Source: an optimization exercise on an open RTL-to-GDS flow (aim: small area). Production flows keep margins and buffers that such runs may drop. Function was checked by simulation only, so behaviour that the tests miss may differ from the original. Power figures rest on the tool's default switching activity, not on a simulated workload.

### flow/run.sh
#!/bin/bash
set -euo pipefail
CTS="-sink_clustering_enable -repair_clock_nets -dont_use_dummy_load -buf_list {sky130_fd_sc_hd__clkbuf_8} -sink_clustering_size 14 -sink_clustering_max_diameter 50"
bash standard.sh "CTS_ARGS=$CTS" "BUFFER_PORTS_ARGS=-buffer_cell sky130_fd_sc_hd__buf_2" "PRE_RESIZE_TCL=$(pwd)/flow/fix_slew.tcl" finish > make_finish.log 2>&1
### flow/fix_slew.tcl
# Upsize drivers of nets whose slew is over a target, to the smallest cell of
# the same footprint that meets it, before the standard repair_design.
proc rf_fix_slew { target } {
  estimate_parasitics -placement
  set n 0
  foreach inst [get_cells *] {
    set cname [get_property $inst ref_name]
    if {![regexp {^(sky130_fd_sc_hd__[a-z0-9]+)_([0-9]+)$} $cname -> base drv]} { continue }
    if {[regexp {__(df|edf|sdf|dl|clkinv|clkdly|tap|fill|decap|conb)} $cname]} { continue }
    set opins [get_pins -of_objects $inst -filter "direction==output"]
    if {[llength $opins] != 1} { continue }
    set s [get_property $opins slew_max]
    # also look at the worst load pin
    set net [get_nets -of_objects $opins]
    foreach lp [get_pins -of_objects $net -filter "direction==input"] {
      set ls [get_property $lp slew_max]
      if {$ls > $s} { set s $ls }
    }
    if {$s <= $target} { continue }
    set cands {}
    foreach c [get_lib_cells ${base}_*] {
      set cn [get_property $c name]
      if {![regexp "^${base}_(\[0-9\]+)\$" $cn -> d]} { continue }
      if {[string match "*lpflow*" $cn]} { continue }
      if {$d > $drv} { lappend cands [list $d $cn] }
    }
    foreach c [lsort -integer -index 0 $cands] {
      replace_cell $inst [lindex $c 1]
      estimate_parasitics -placement
      set s [get_property $opins slew_max]
      foreach lp [get_pins -of_objects $net -filter "direction==input"] {
        set ls [get_property $lp slew_max]
        if {$ls > $s} { set s $ls }
      }
      incr n
      if {$s <= $target} { break }
    }
  }
  puts "rf_fix_slew: $n resize steps"
}

rf_fix_slew 1.2
### standard.sh
#!/bin/bash
# synth_recipe.tcl (not shown) runs the flow's synth.tcl, then flattens the netlist and writes it again
# the make line also repeats each setting of config.mk as NAME=value (left out here)
make -C /OpenROAD-flow-scripts/flow DESIGN_CONFIG=/design/flow/config.mk WORK_HOME=/design/flow/orfs CLKGATE_MAP_FILE= SYNTH_SCRIPT=/design/flow/synth_recipe.tcl "${@:-finish}"
### config.mk
export PLATFORM = sky130hd
export DESIGN_NAME = mips_regfile_mp
export DESIGN_NICKNAME = mips_regfile_mp
export VERILOG_FILES = /design/flow/design.v
export SDC_FILE = /design/flow/constraint.sdc
export NUM_CORES = 4
export LEC_CHECK = 0
export CAP_MARGIN = 10
export CORE_MARGIN = 2
export CORE_UTILIZATION = 60
export GPL_TIMING_DRIVEN = 0
export SETUP_SLACK_MARGIN = 0.2
export SLEW_MARGIN = 10
export SYNTH_HIERARCHICAL = 1
export SYNTH_MINIMUM_KEEP_SIZE = 0
### constraint.sdc
create_clock -name core_clock -period 7.0 [get_ports {Clk}]
set_input_delay 1.4000 -clock core_clock [delete_from_list [all_inputs] [get_ports {Clk}]]
set_output_delay 1.4000 -clock core_clock [all_outputs]
set_load 0.01 [all_outputs]
### design.v
package mips_pkg;
  localparam int DEF_DATA_W  = 32;
  localparam int DEF_ADDR_W  = 5;
  localparam int REG_ZERO    = 0;
  localparam int REG_SP_IDX  = 29;
  localparam int REG_SP_INIT = 252;
endpackage
module regfile_sb_cnt (
  input  logic Clk,
  input  logic reset_n,
  input  logic flush,
  input  logic incA,
  input  logic incB,
  input  logic decN,
  output logic busy,
  output logic sat
);
  logic [1:0] cnt;
  logic [1:0] nxt;
  logic       inc, dec;
  assign inc = incA & incB;
  assign dec = !decN;
  always_comb begin
    nxt  = 2'b00;
    busy = 1'b0;
    sat  = 1'b0;
    case ({cnt, inc, dec})
      4'b0000: begin nxt = 2'd0; busy = 1'b1; sat = 1'b0; end
      4'b0001: begin nxt = 2'd2; busy = 1'b1; sat = 1'b0; end
      4'b0010: begin nxt = 2'd0; busy = 1'b1; sat = 1'b1; end
      4'b0011: begin nxt = 2'd0; busy = 1'b1; sat = 1'b0; end
      4'b0100: begin nxt = 2'd1; busy = 1'b0; sat = 1'b0; end
      4'b0101: begin nxt = 2'd1; busy = 1'b0; sat = 1'b0; end
      4'b0110: begin nxt = 2'd3; busy = 1'b0; sat = 1'b0; end
      4'b0111: begin nxt = 2'd3; busy = 1'b0; sat = 1'b0; end
      4'b1000: begin nxt = 2'd2; busy = 1'b1; sat = 1'b0; end
      4'b1001: begin nxt = 2'd3; busy = 1'b1; sat = 1'b0; end
      4'b1010: begin nxt = 2'd0; busy = 1'b1; sat = 1'b0; end
      4'b1011: begin nxt = 2'd2; busy = 1'b1; sat = 1'b0; end
      4'b1100: begin nxt = 2'd3; busy = 1'b1; sat = 1'b0; end
      4'b1101: begin nxt = 2'd1; busy = 1'b0; sat = 1'b0; end
      4'b1110: begin nxt = 2'd2; busy = 1'b1; sat = 1'b0; end
      4'b1111: begin nxt = 2'd3; busy = 1'b0; sat = 1'b0; end
      default: ;
    endcase
  end
  always_ff @(posedge Clk or negedge reset_n) begin
    if (!reset_n)   cnt <= 2'd1;
    else if (flush) cnt <= 2'd1;
    else            cnt <= nxt;
  end
endmodule
module rf_vld (
  input  logic Clk,
  input  logic reset_n,
  input  logic we,
  output logic v
);
  always_ff @(posedge Clk or negedge reset_n) begin
    if (!reset_n) v <= 1'b0;
    else          v <= v | we;
  end
endmodule
module rf_row #(
  parameter int W = 32
) (
  input  logic         Clk,
  input  logic [W-1:0] d,
  output logic [W-1:0] q
);
  always_ff @(posedge Clk) q <= d;
endmodule
module rf_ao22 (
  input  logic a1, a2, b1, b2,
  output logic y
);
  assign y = (a1 & a2) | (b1 & b2);
endmodule
module rf_aoi222 (
  input  logic a1, a2, b1, b2, c1, c2,
  output logic y
);
  assign y = !((a1 & a2) | (b1 & b2) | (c1 & c2));
endmodule
module rf_ao221 (
  input  logic a1, a2, b1, b2, c1,
  output logic y
);
  assign y = (a1 & a2) | (b1 & b2) | c1;
endmodule
module rf_nand4 (
  input  logic a, b, c, d,
  output logic y
);
  assign y = !(a & b & c & d);
endmodule
module rf_nand2 (
  input  logic a, b,
  output logic y
);
  assign y = !(a & b);
endmodule
module rf_or3 (
  input  logic a, b, c,
  output logic y
);
  assign y = a | b | c;
endmodule
module rf_and4 (
  input  logic a, b, c, d,
  output logic y
);
  assign y = a & b & c & d;
endmodule
module rf_and3 (
  input  logic a, b, c,
  output logic y
);
  assign y = a & b & c;
endmodule
module rf_inv (
  input  logic a,
  output logic y
);
  assign y = !a;
endmodule
module rf_orn (
  input  logic a, b,
  output logic y
);
  assign y = a | !b;
endmodule
module rf_rdbit (
  input  logic [31:0] s,
  input  logic [31:0] d,
  output logic        y
);
  logic [9:0] t;
  logic [2:0] u;
  logic       v;
  for (genvar g = 0; g < 10; g++) begin : g_aoi
    rf_aoi222 u_aoi (
      .a1(s[3*g]), .a2(d[3*g]), .b1(s[3*g+1]), .b2(d[3*g+1]),
      .c1(s[3*g+2]), .c2(d[3*g+2]), .y(t[g])
    );
  end
  rf_nand4 u_n0 (.a(t[0]), .b(t[1]), .c(t[2]), .d(t[3]), .y(u[0]));
  rf_nand4 u_n1 (.a(t[4]), .b(t[5]), .c(t[6]), .d(t[7]), .y(u[1]));
  rf_nand2 u_n2 (.a(t[8]), .b(t[9]), .y(u[2]));
  rf_or3   u_o  (.a(u[0]), .b(u[1]), .c(u[2]), .y(v));
  rf_ao221 u_f  (.a1(s[30]), .a2(d[30]), .b1(s[31]), .b2(d[31]), .c1(v), .y(y));
endmodule
module mips_regfile_mp #(
  parameter int DATA_W  = mips_pkg::DEF_DATA_W,
  parameter int ADDR_W  = mips_pkg::DEF_ADDR_W,
  parameter int NUM_RD  = 2,
  parameter int CNT_W   = 2,
  parameter int SP_IDX  = mips_pkg::REG_SP_IDX,
  parameter int SP_INIT = mips_pkg::REG_SP_INIT
) (
  input  logic                     Clk,
  input  logic                     reset_n,
  input  logic [NUM_RD*ADDR_W-1:0] rd_addr,
  output logic [NUM_RD*DATA_W-1:0] rd_data,
  output logic [NUM_RD-1:0]        rd_busy,
  input  logic                     wr_en,
  input  logic [ADDR_W-1:0]        wr_addr,
  input  logic [DATA_W-1:0]        wr_data,
  input  logic                     iss_en,
  input  logic [ADDR_W-1:0]        iss_addr,
  input  logic                     flush,
  output logic                     sb_ovf
);
  localparam int DEPTH = 1 << ADDR_W;
  localparam logic [DATA_W-1:0] SP_VAL = DATA_W'(SP_INIT);
  logic [DATA_W-1:0] mem [DEPTH];
  logic [DEPTH-1:0]  vld;
  logic [DEPTH-1:0]  we, weN;
  logic [DEPTH-1:0]  busyR, satR;
  logic [3:0]        wA, iA;
  logic [7:0]        wB, iB;
  for (genvar i = 0; i < 4; i++) begin : g_pa
    assign wA[i] = wr_en && (wr_addr[1:0] == 2'(i));
    assign iA[i] = iss_en && (iss_addr[1:0] == 2'(i));
  end
  for (genvar j = 0; j < 8; j++) begin : g_pb
    assign wB[j] = (wr_addr[4:2] == 3'(j));
    assign iB[j] = (iss_addr[4:2] == 3'(j));
  end
  assign mem[0]   = '0;
  assign vld[0]   = 1'b0;
  assign we[0]    = 1'b0;
  assign weN[0]   = 1'b1;
  assign busyR[0] = 1'b0;
  assign satR[0]  = 1'b0;
  for (genvar r = 1; r < DEPTH; r++) begin : g_reg
    logic [DATA_W-1:0] d;
    rf_nand2 u_weN (.a(wA[r%4]), .b(wB[r/4]), .y(weN[r]));
    rf_inv   u_we  (.a(weN[r]), .y(we[r]));
    for (genvar b = 0; b < DATA_W; b++) begin : g_hold
      rf_ao22 u_hold (
        .a1(we[r]), .a2(wr_data[b]), .b1(weN[r]), .b2(mem[r][b]), .y(d[b])
      );
    end
    rf_row #(.W(DATA_W)) u_row (.Clk(Clk), .d(d), .q(mem[r]));
    rf_vld u_vld (.Clk(Clk), .reset_n(reset_n), .we(we[r]), .v(vld[r]));
    regfile_sb_cnt u_cnt (
      .Clk    (Clk),
      .reset_n(reset_n),
      .flush  (flush),
      .incA   (iA[r%4]),
      .incB   (iB[r/4]),
      .decN   (weN[r]),
      .busy   (busyR[r]),
      .sat    (satR[r])
    );
  end
  logic ovfHit;
  assign ovfHit = !flush && |satR;
  always_ff @(posedge Clk or negedge reset_n) begin
    if (!reset_n)    sb_ovf <= 1'b0;
    else if (ovfHit) sb_ovf <= 1'b1;
  end
  logic [DATA_W-1:0] spData;
  for (genvar b = 0; b < DATA_W; b++) begin : g_sp
    if (SP_VAL[b]) begin : g_k
      rf_orn u_k (.a(mem[SP_IDX][b]), .b(vld[SP_IDX]), .y(spData[b]));
    end else begin : g_nk
      assign spData[b] = mem[SP_IDX][b];
    end
  end
  for (genvar k = 0; k < NUM_RD; k++) begin : g_port
    logic [ADDR_W-1:0] rdIdx;
    logic [3:0]        rA;
    logic [7:0]        rB;
    logic [DEPTH-1:0]  sel;
    logic              selK;
    logic              byp;
    assign rdIdx = rd_addr[k*ADDR_W +: ADDR_W];
    for (genvar i = 0; i < 4; i++) begin : g_pa
      assign rA[i] = (rdIdx[1:0] == 2'(i));
    end
    for (genvar j = 0; j < 8; j++) begin : g_pb
      assign rB[j] = (rdIdx[4:2] == 3'(j));
    end
    assign sel[0] = 1'b0;
    for (genvar r = 1; r < DEPTH; r++) begin : g_sel
      rf_and4 u_sel (.a(rA[r%4]), .b(rB[r/4]), .c(vld[r]), .d(weN[r]), .y(sel[r]));
    end
    rf_and3 u_selK (.a(rA[SP_IDX%4]), .b(rB[SP_IDX/4]), .c(weN[SP_IDX]), .y(selK));
    assign byp = wr_en && (wr_addr == rdIdx) && (rdIdx != '0);
    for (genvar b = 0; b < DATA_W; b++) begin : g_bit
      logic [31:0] s, d;
      assign s[0] = byp;
      assign d[0] = wr_data[b];
      for (genvar r = 1; r < DEPTH; r++) begin : g_in
        if (r == SP_IDX && SP_VAL[b]) begin : g_k
          assign s[r] = selK;
          assign d[r] = spData[b];
        end else begin : g_nk
          assign s[r] = sel[r];
          assign d[r] = mem[r][b];
        end
      end
      rf_rdbit u_bit (.s(s), .d(d), .y(rd_data[k*DATA_W + b]));
    end
    assign rd_busy[k] = busyR[rdIdx];
  end
endmodule
==> flow_summary.html <==
<table>
<tr><th>Metric</th><th>Value</th></tr>
<tr><th colspan="2">Pwr</th></tr>
<tr><td>Total power density per cell area</td><td>289 mW/mm2</td></tr>
<tr><td>Clock Power Share</td><td>25.4%</td></tr>
<tr><td>Power share of the combinational group</td><td>14.1%</td></tr>
<tr><td>Leakage power of the design</td><td>19.7 nW</td></tr>
<tr><td>Peak supply drop</td><td>199 uV</td></tr>
<tr><td>Internal portion of total power</td><td>9.74 mW</td></tr>
<tr><td>Proportion of power drawn by flip-flops and latches</td><td>60.4%</td></tr>
<tr><td>Sw Pwr</td><td>3.99 mW</td></tr>
<tr><td>Switch share</td><td>29.1%</td></tr>
<tr><th colspan="2">Setup path</th></tr>
<tr><td>Critical path arrival</td><td>5.45 ns</td></tr>
<tr><td>Cell breakdown of the critical path</td><td>clkbuf_2 &gt; nor3b_4 &gt; nand2_4 &gt; and4_2 &gt; a222oi_1 &gt; nand4_1 &gt; or3_1 &gt; a221o_1 &gt; buf_2</td></tr>
<tr><td>Slowest cell on crit path</td><td>sky130_fd_sc_hd__and4_2</td></tr>
<tr><td>Worst Path Required</td><td>5.60 ns</td></tr>
<tr><td>Beginning of the critical path</td><td>wr_addr[4]</td></tr>
<tr><td>Dominant delay contributor by cell family on the critical path</td><td>simple AND/OR/NAND/NOR gates</td></tr>
<tr><td>Critical R2R Capture</td><td>sb_ovf</td></tr>
<tr><td>Startpoint of the lowest-slack register-to-register path</td><td>g_reg[15].u_cnt.cnt[0]</td></tr>
<tr><td>Path depth of the worst reg2reg path</td><td>5</td></tr>
<tr><td>Critical path class</td><td>input port to output port</td></tr>
<tr><td>Element type at the critical path start</td><td>input port</td></tr>
<tr><td>CP bufs+invs</td><td>2</td></tr>
<tr><td>Sort of element at the end of the critical path</td><td>output port</td></tr>
<tr><td>Longest individual stage delay on the worst path</td><td>0.79 ns</td></tr>
<tr><td>R2R Setup Slk</td><td>5.04 ns</td></tr>
<tr><td>Top fanout value on the critical path</td><td>39</td></tr>
<tr><th colspan="2">CTS</th></tr>
<tr><td>Total clock buffers created by CTS</td><td>110</td></tr>
<tr><td>Latest clock arrival within the worst-skew pair</td><td>0.76 ns</td></tr>
<tr><td>Clock transition at path regs</td><td>0.06 ns</td></tr>
<tr><td>Buffer cell driving the clock tree root</td><td>sky130_fd_sc_hd__clkbuf_8</td></tr>
<tr><td>TritonCTS clock tree</td><td>done</td></tr>
<tr><td>Post-cts hold buffer count</td><td>0</td></tr>
<tr><td>CTS sink cnt</td><td>1086</td></tr>
<tr><td>Number of H-tree branching levels</td><td>3</td></tr>
<tr><td>CTS Buffer Depth</td><td>3</td></tr>
<tr><th colspan="2">Logic synthesis</th></tr>
<tr><td>Net count after synthesis</td><td>3747</td></tr>
<tr><td>Top post-synthesis cells by count</td><td>sky130_fd_sc_hd__a22o_1, sky130_fd_sc_hd__dfxtp_1, sky130_fd_sc_hd__a222oi_1, sky130_fd_sc_hd__nand2_1, sky130_fd_sc_hd__nand4_1</td></tr>
<tr><td>Multiplexer share of the synthesized area</td><td>0.760%</td></tr>
<tr><td>FFs w/ async S/R, synth</td><td>8.66%</td></tr>
<tr><td>Synth top area share</td><td>45.5%</td></tr>
<tr><td>Number of synthesized flops with an enable pin</td><td>0</td></tr>
<tr><td>Sequential share of the synthesized area</td><td>51.0%</td></tr>
<tr><td>Cell types with the largest area share after synthesis</td><td>sky130_fd_sc_hd__dfxtp_1, sky130_fd_sc_hd__a22o_1, sky130_fd_sc_hd__a222oi_1</td></tr>
<tr><td>Most area-hungry cell type in the Yosys netlist</td><td>sky130_fd_sc_hd__dfxtp_1</td></tr>
<tr><td>Synthesized-area fraction occupied by adder cells</td><td>0%</td></tr>
<tr><td>Syn avg cell area</td><td>11.8 um2</td></tr>
<tr><td>Distinct cells, synth</td><td>47</td></tr>
<tr><td>Compound-gate portion of the synthesized area</td><td>38.6%</td></tr>
<tr><td>Post-synthesis xor/xnor area fraction</td><td>0.201%</td></tr>
<tr><td>Top_reg_cell synth</td><td>sky130_fd_sc_hd__dfxtp_1</td></tr>
<tr><td>Flop and latch count out of synthesis</td><td>1086</td></tr>
<tr><td>Synth warn</td><td>12</td></tr>
<tr><td>Netlist Area Pre-Place</td><td>0.0437 mm2</td></tr>
<tr><td>Post-synthesis simple-gate area fraction</td><td>9.04%</td></tr>
<tr><td>Combinational family with the most area after synthesis</td><td>compound AO/OA/AOI/OAI gates</td></tr>
<tr><td>Number of instances in the synthesized netlist</td><td>3690</td></tr>
<tr><th colspan="2">STA</th></tr>
<tr><td>Fin crit period</td><td>6.85 ns</td></tr>
<tr><td>Least-Margin Pin Slew</td><td>1.25 ns</td></tr>
<tr><td>Unrepaired setup endpoints after global routing</td><td>yes</td></tr>
<tr><td>Worst slew margin relative to its limit</td><td>16.5%</td></tr>
<tr><td>Pins over their slew limit</td><td>0</td></tr>
<tr><td>Worst Clk Skew</td><td>0.0436 ns</td></tr>
<tr><td>Final period utilization</td><td>97.9%</td></tr>
<tr><td>Final Hold Vio Count</td><td>0</td></tr>
<tr><td>Achievable clock frequency</td><td>0.146 GHz</td></tr>
<tr><td>Hold Worst Slack</td><td>0.476 ns</td></tr>
<tr><td>Final critical-path setup slack</td><td>0.148 ns</td></tr>
<tr><td>Final setup violation count</td><td>0</td></tr>
<tr><th colspan="2">Drt</th></tr>
<tr><td>Number of DRC markers in iteration 0</td><td>11730</td></tr>
<tr><td>Average via count per standard cell</td><td>9.00</td></tr>
<tr><td>Total vias in the final route</td><td>43913</td></tr>
<tr><td>Post-DR wirelength/cell</td><td>39.2 um</td></tr>
<tr><td>Detailed Routing Iterations Pass 1</td><td>15</td></tr>
<tr><td>Post-detailed-route DRC marker count</td><td>0</td></tr>
<tr><td>Antenna violation net count after detailed routing</td><td>0</td></tr>
<tr><td>Total Routed Length</td><td>191000 um</td></tr>
<tr><th colspan="2">Min path</th></tr>
<tr><td>Worst hold stages</td><td>1</td></tr>
<tr><td>Worst Hold Endpoint</td><td>g_reg[29].u_row.q[5]</td></tr>
<tr><td>Hold Crit Class</td><td>register to register</td></tr>
<tr><td>Worst Min Path Start</td><td>g_reg[29].u_row.q[5]</td></tr>
<tr><th colspan="2">Die</th></tr>
<tr><td>Die Span X</td><td>274 um</td></tr>
<tr><td>Count of standard-cell rows</td><td>98</td></tr>
<tr><td>Core area</td><td>0.0717 mm2</td></tr>
<tr><td>Effective utilization at floorplan</td><td>60.9%</td></tr>
<tr><td>Number of ports placed on the die boundary</td><td>124</td></tr>
<tr><td>Vertical die dimension</td><td>274 um</td></tr>
<tr><td>Area of the die</td><td>0.0749 mm2</td></tr>
<tr><th colspan="2">Placement</th></tr>
<tr><td>Placed instance area</td><td>0.0457 mm2</td></tr>
<tr><td>Number of buffer cells added on primary ports</td><td>118</td></tr>
<tr><td>Weighted congestion at the end of routability-driven global placement</td><td>1.01</td></tr>
<tr><td>Placed wire-length estimate</td><td>103000 um</td></tr>
<tr><td>Worst slack at placement</td><td>-0.449 ns</td></tr>
<tr><th colspan="2">Global route</th></tr>
<tr><td>First-pass GRT wire length</td><td>272000 um</td></tr>
<tr><td>Maximum number of pins on one net before global-route repair</td><td>95</td></tr>
<tr><td>Number of antenna violations at the first check in global routing</td><td>9</td></tr>
<tr><td>Global router's overall resource usage</td><td>48.4%</td></tr>
<tr><td>Overflow left after global routing</td><td>0</td></tr>
<tr><td>Vias in the first global route</td><td>43022</td></tr>
<tr><th colspan="2">Layout</th></tr>
<tr><td>Post-layout net count</td><td>3984</td></tr>
<tr><td>Share of final-layout standard cells stronger than drive strength 1</td><td>11.6%</td></tr>
<tr><td>Synthesis-to-finish area growth</td><td>8.80%</td></tr>
<tr><td>Post-route standard cell area excluding fillers</td><td>0.0475 mm2</td></tr>
<tr><td>Fill cell total of the finished layout</td><td>5521</td></tr>
<tr><th colspan="2">Outcome</th></tr>
<tr><td>Status</td><td>no timing/DRC/antenna violations</td></tr>
<tr><th colspan="2">Job</th></tr>
<tr><td>Total of max-cap violations</td><td>0</td></tr>
</table>
-- per-layer routing --
metal | vias to the layer above | track usage, % | part of all wire, %
li1 | 17204 | - | -
met3 | 1099 | 17.5 | 17
met2 | 4531 | 70.0 | 41
met1 | 21071 | 59.2 | 33
met4 | 8 | 35.6 | 9.2
met5 | - | 1.09 | 0.047
-- registers in the layout, summed over array words and instances (netlist names) --
| signal | flops |
|---|---|
| g.u_cnt.cnt | 62 |
| sb_ovf | 1 |
| g.u_row.q | 992 |
| g.u_vld.v | 31 |
-- area by class of cell --
class	instances	area, um2	share of cell area, %
inverters	34	128	0.269
diodes	4	10.0	0.0211
clock buffers	110	1510	3.19
repair buffers	125	679	1.43
plain buffers	14	76.3	0.161
multi-input cells	2556	21600	45.6
flip-flops and latches	1086	22300	46.8
well taps	950	1190	2.50
-- worst max-delay path by stage --
stage                   to  slack [ns]  cells past startpoint
3_5_place_dp   rd_data[28]       -0.45                     10
5_1_grt        rd_data[39]        0.20                     10
2_1_floorplan  rd_data[32]        1.10                      9
6_report        rd_data[7]        0.15                      9
4_1_cts        rd_data[60]        0.21                      9
3_3_place_gp   rd_data[19]       -2.63                      9
-- cell usage in the layout (no fill, tap or decap), types with 34 or more instances in the layout --
master and n:
sky130_fd_sc_hd__a22o_1 992, sky130_fd_sc_hd__dfxtp_1 992, sky130_fd_sc_hd__a222oi_1 640, sky130_fd_sc_hd__nand2_1 136
sky130_fd_sc_hd__nand4_1 132, sky130_fd_sc_hd__buf_2 121, sky130_fd_sc_hd__clkbuf_8 110, sky130_fd_sc_hd__or3_1 65
sky130_fd_sc_hd__a221o_1 65, sky130_fd_sc_hd__a21oi_1 63, sky130_fd_sc_hd__dfrtp_1 63, sky130_fd_sc_hd__nor2b_1 37
sky130_fd_sc_hd__nand3b_1 35, sky130_fd_sc_hd__nand2_2 35, sky130_fd_sc_hd__and4_4 34
-- per-stage QoR --
stage               std cells  total power [mW]  setup TNS, ns  util [%]
finish                   4879              13.7              0      66.2
global route             4878              14.1              0      66.2
CTS                      4875              13.5              0      66.2
detailed placement       4762              10.2         -20.05      63.7
global placement         4758              9.97        -158.82      63.3
floorplan                3690              9.36              0         -
-- kinds of logic after synthesis --
group / Yosys count
compound gates: 1868
xor+xnor: 10
buf+inv: 48
flops: 1086
mux: 20
simple gates: 658
-- Yosys stat by module (local to each module, per instance), a selection --
module,copies in the design,flops+latches,cells inside
mips_regfile_mp,1,1,149
regfile_sb_cnt,31,2,13
rf_vld,31,1,2
rf_ao221,64,0,1
rf_aoi222,640,0,1
rf_and4,62,0,1
rf_ao22,992,0,1
rf_and3,2,0,1
rf_nand4,128,0,1
rf_or3,64,0,1
rf_orn,6,0,1
rf_inv,31,0,1
rf_nand2,95,0,1
-- power groups by stage --
| stage | Combinational, mW | Clock, mW | Sequential [mW] |
|---|---|---|---|
| after CTS | 1.85 | 3.46 | 8.24 |
| after global placement | 1.74 | 0 | 8.23 |
| after global routing | 2.02 | 3.68 | 8.41 |
| after floorplan | 1.25 | 0 | 8.11 |
| after detailed placement | 1.83 | 0 | 8.35 |
| final | 1.94 | 3.49 | 8.30 |
-- timing repair --
item                                    4_1_cts  5_1_grt
endpoints found under the setup margin       64       64
pin swaps                                     1        0
endpoints found under the hold margin         0        0
setup buffers                                 3        0
gates resized for setup                      68       13

separate check: timing with driven ports:
The results above use ideal ports. As a check the final layout listed here was re-extracted and re-timed, cells and wires unchanged. Step 1: set_driving_cell puts a clkbuf_16 on Clk and a buf_2 on each other input, an assumption about the parent block. Step 2 also shifts input and output timing later by t, the mid clock arrival at the registers, as if the neighbouring blocks saw the same clock. a / b / c = ideal ports / drivers / drivers and shift; a / b = the first two.
t (ns): 0.808
setup WS [ns]: 0.148 / 0.123 / 0.123
hold slack, ns: 0.476 / 0.476 / 0.476
worst setup path after step 2: input to output
clock arrival spread, ns: 0.077 / 0.076
After both steps this run still meets setup and hold. The setup slack of this run moves by -0.025 ns with the drivers and by -0.025 ns with both steps.
